From an optimization exercise on the open Yosys and OpenROAD flow, aimed at small area and a short achievable clock period; shortcuts taken in it are not production practice. RTL that was checked went through simulation tests only; none was proved equivalent to the original. Power figures rest on the tool's default switching activity, not on a simulated workload.

// pipelined_div
module pipelined_div #(
   parameter int unsigned N = 16,
   parameter int unsigned D = 16
) (
   input  logic         clk,
   input  logic         rst,
   input  logic         ce,
   input  logic         in_valid,
   input  logic [N-1:0] dividend,
   input  logic [D-1:0] divisor,
   output logic         out_valid,
   output logic [N-1:0] quotient,
   output logic [D-1:0] remainder
);
For scale: roughly 1900 cells after synthesis, ~680 flip-flops, ~69 I/O pins, ~28000 um2 of cells after synthesis.
Settings: LEC_CHECK=0, CAP_MARGIN=20, CORE_MARGIN=2, CORE_UTILIZATION=40, SETUP_SLACK_MARGIN=1.5, SLEW_MARGIN=20; clock period 4.0 ns.
run.sh (not shown) runs the stock make flow with config.mk's settings and CLKGATE_MAP_FILE= SYNTH_SCRIPT=/design/flow/synth_recipe.tcl, a recipe that flattens the netlist after the stock synthesis.
Then changed:
- SETUP_SLACK_MARGIN: 1.5 -> not set
What happened: Critical path depth stays the same; clock-buffer cell count goes up by 9; area after synthesis does not change.
Then changed:
- SETUP_SLACK_MARGIN: not set -> 2.2
The changed run produced a clean layout.
Register-to-register slack gains 340 ps.
Worst setup slack improved by 340 ps.
Final cell count grows by 5.4%.
Synthesized cell count stays the same.
Sequential share of layout area decreases by 4.8 points.
No functional check of the RTL was part of any run of this note.

---

Another version of the RTL of pipelined_div (not shown whole).
For scale: roughly 2100 cells after synthesis, roughly 680 flip-flops, about 69 I/O pins, ~27000 µm² of cells after synthesis.
export LEC_CHECK = 0
export ABC_AREA = 1
export CAP_MARGIN = 20
export CORE_MARGIN = 2
export CORE_UTILIZATION = 60
export CTS_BUF_LIST = sky130_fd_sc_hd__clkbuf_16
export CTS_CLUSTER_DIAMETER = 100
export CTS_CLUSTER_SIZE = 25
export PLACE_DENSITY = 0.72
export SETUP_SLACK_MARGIN = 1.8
export SLEW_MARGIN = 20
create_clock -name core_clock -period 4.0 [get_ports {clk}]
standard.sh (not shown) runs the stock make flow with config.mk's settings and CLKGATE_MAP_FILE= SYNTH_SCRIPT=/design/flow/synth_recipe.tcl, a recipe that flattens the netlist after the stock synthesis.
==> flow/flow/run.sh <==
#!/bin/bash
# The standard layout, with plain buffers (not delay cells) on the ports.
set -euo pipefail
export BUFFER_PORTS_ARGS="-buffer_cell sky130_fd_sc_hd__buf_2"
bash standard.sh > standard.log 2>&1
The starting point ran to the end with no violations.
Rerun with:
--- a/flow/config.mk
+++ b/flow/config.mk
@@ -10,3 +10,3 @@
 export CORE_MARGIN = 2
-export CORE_UTILIZATION = 60
+export CORE_UTILIZATION = 55
 export CTS_BUF_LIST = sky130_fd_sc_hd__clkbuf_16
@@ -14,3 +14,3 @@
 export CTS_CLUSTER_SIZE = 25
-export PLACE_DENSITY = 0.72
+export PLACE_DENSITY = 0.7
 export SETUP_SLACK_MARGIN = 1.8
Effect: Die area rose by about 9%; first-iteration DRC count went down by 3.5%; worst setup slack gains 0.0038 ns; sequential power stays flat; cell count came out higher by about 1.2%; maximum frequency stays flat; routed wire length went down by about 1.2%.
Rerun with:
--- a/flow/config.mk
+++ b/flow/config.mk
@@ -13,3 +13,3 @@
 export CTS_CLUSTER_DIAMETER = 100
-export CTS_CLUSTER_SIZE = 25
+export CTS_CLUSTER_SIZE = 30
 export PLACE_DENSITY = 0.7
Result: Synthesized area is unchanged. Core utilization stays flat. Fmax barely changes. Clock skew fell by 0.0067 ns. Clock-buffer cell count fell by 4. Final cell count hardly moves. Worst hold slack hardly moves.

---

juniper:
Another version of the RTL of pipelined_div (not shown whole).
Size in the first run: ~2500 cells after synthesis, roughly 69 I/O pins.
## pipelined_div
module pipelined_div #(
   parameter int unsigned N = 16,
   parameter int unsigned D = 16
) (
   input  logic         clk,
   input  logic         rst,
   input  logic         ce,
   input  logic         in_valid,
   input  logic [N-1:0] dividend,
   input  logic [D-1:0] divisor,
   output logic         out_valid,
   output logic [N-1:0] quotient,
   output logic [D-1:0] remainder
);
Settings: LEC_CHECK=0, ABC_AREA=1, CAP_MARGIN=20, CORE_MARGIN=2, CORE_UTILIZATION=40, CTS_BUF_LIST=sky130_fd_sc_hd__clkbuf_16, CTS_CLUSTER_DIAMETER=100, CTS_CLUSTER_SIZE=25, SETUP_SLACK_MARGIN=2.2, SLEW_MARGIN=20; clock period 4.0 ns.
Scripts as last shown in full above: flow/flow/run.sh
Here is what was changed in the inputs of delta compared with juniper.
-- flow/config.mk --
<<< juniper, line 11
export CORE_UTILIZATION = 40
>>> delta, line 11
export CORE_UTILIZATION = 60
<<< juniper, line 15
export SETUP_SLACK_MARGIN = 2.2
>>> delta, line 15
export PLACE_DENSITY = 0.75
export SETUP_SLACK_MARGIN = 1.9
## What came out
delta finished end to end and its layout was clean on timing, DRC and antenna.
Number of non-filler instances in the completed layout, delta vs juniper: down by more than 10%
Between juniper and delta, slack of the critical path is higher for juniper, delta comes in under that.
Portion of the clock cycle consumed by the worst path in the final layout: delta vs juniper up 1.6 points
Between juniper and delta, via count normalized by instance count is higher for delta, juniper comes in under that.
Measured against juniper, the height of the die of delta comes out at 0.819 times the reference value.
When delta is set beside juniper, its post-layout minimum cycle time turns out to be 66 ps larger.
For indigo, these inputs were changed with respect to delta:
==> flow/run.sh (new file) <==
#!/bin/bash
# synth_recipe.tcl (not shown) runs the flow's synth.tcl, then flattens the netlist and writes it again
# the make line also repeats each setting of config.mk as NAME=value (left out here)
make -C /OpenROAD-flow-scripts/flow DESIGN_CONFIG=/design/flow/config.mk WORK_HOME=/design/flow/orfs CLKGATE_MAP_FILE= SYNTH_SCRIPT=/design/flow/synth_recipe.tcl finish
-- flow/config.mk --
<<< delta, line 11
export CORE_UTILIZATION = 60
>>> indigo, line 11
export CORE_UTILIZATION = 40
<<< delta, line 15
export PLACE_DENSITY = 0.75
export SETUP_SLACK_MARGIN = 1.9
>>> indigo, line 15
export SETUP_SLACK_MARGIN = 1.8
removed: flow/flow/run.sh
removed: flow/standard.sh
Notes after the runs:
indigo went all the way through synthesis, placement and routing and the layout is clean on timing, DRC and antenna.
delta reached the end of the flow, and the finished layout is clean on the timing, design-rule and antenna checks.
Summary of indigo over delta: share of the clock period used by the worst path increased by 0.50 points relative to the old numbers; power increased by 3.1% relative to the old numbers.
[indigo] deepest level of the CTS H-tree rose 1 relative to delta
The aggregate routed wire length reported for indigo is smaller than that of delta by 1100 µm.
Comparing indigo and delta, the higher global routing met2 resource utilization was measured on delta.
### indigo -> sierra
==> flow/flow/run.sh (new file) <==
#!/bin/bash
# The standard layout, with plain buffers (not delay cells) on the ports.
set -euo pipefail
export BUFFER_PORTS_ARGS="-buffer_cell sky130_fd_sc_hd__buf_2"
bash standard.sh > standard.log 2>&1
==> flow/standard.sh (new file) <==
#!/bin/bash
# synth_recipe.tcl (not shown) runs the flow's synth.tcl, then flattens the netlist and writes it again
# the make line also repeats each setting of config.mk as NAME=value (left out here)
make -C /OpenROAD-flow-scripts/flow DESIGN_CONFIG=/design/flow/config.mk WORK_HOME=/design/flow/orfs CLKGATE_MAP_FILE= SYNTH_SCRIPT=/design/flow/synth_recipe.tcl "${@:-finish}"
-- flow/config.mk --
<<< indigo, line 11
export CORE_UTILIZATION = 40
>>> sierra, line 11
export CORE_UTILIZATION = 50
<<< indigo, line 15
>>> sierra, line 15
export PLACE_DENSITY = 0.65
removed: flow/run.sh
Results
- On sierra: clock share of power is 1.2 points lower than what indigo gave.
- Min post-route cell area across sierra and indigo: sierra
- The path type of the worst min-delay path comes out input pin to register in one run and register to register in the other, namely in sierra and indigo respectively.
- Measured against each other, sierra and indigo differ in fraction of the cycle the final worst path needs, the lower figure coming from sierra.
- sierra and indigo ended up with roughly the same flop-to-flop setup slack.
- indigo has a higher tightest hold margin than sierra.
- Global-route usage in sierra is 3.4 points above indigo.
- Sequential share of cell area (sierra over indigo): increase, 1.6 points
- The setup slack in sierra sits 13 ps above the value recorded for indigo.

-- separate check: timing with driven ports --
The results above use ideal ports. As a check the final layouts listed here were re-extracted and re-timed, cells and wires unchanged.
Step 1 (the two cells are an assumption about what drives the block):
set clk [get_ports {clk}]
set_driving_cell -lib_cell sky130_fd_sc_hd__clkbuf_16 $clk
set_driving_cell -lib_cell sky130_fd_sc_hd__buf_2 [delete_from_list [all_inputs] $clk]
Step 2 moves the port delays by t, midway between the first and last clock arrival at a register: inputs arrive t later, outputs are due t later. That takes back most of the time a late clock gives input paths.
Three values: no drivers, after step 1, after step 2; two values: the first two.
| run | t (ns) | setup slack, ns | worst data-port slew with drivers (ns) |
|---|---|---|---|
| the first run of note 1 | 0.649 | 1.080 / 1.080 / 1.080 | 0.05 |
| the second run of note 1 | 0.637 | 0.728 / 0.728 / 0.728 | 0.05 |
| the third run of note 1 | 0.651 | 1.066 / 1.066 / 1.066 | 0.06 |
| the first run of note 2 | 0.659 | 1.894 / 1.894 / 1.611 | 0.05 |
| the second run of note 2 | 0.645 | 1.898 / 1.898 / 1.373 | 0.05 |
| the third run of note 2 | 0.635 | 1.895 / 1.895 / 1.376 | 0.05 |
| juniper | 0.636 | 2.003 / 2.003 / 1.640 | 0.06 |
| delta | 0.663 | 1.937 / 1.937 / 1.575 | 0.05 |
| indigo | 0.624 | 1.917 / 1.909 / 1.466 | 0.07 |
| sierra | 0.623 | 1.931 / 1.931 / 1.543 | 0.05 |
After both steps every run listed still meets setup and hold. The setup slack of the second run of note 2, which loses most, moves by 0.000 ns with the drivers and by -0.525 ns with both steps.
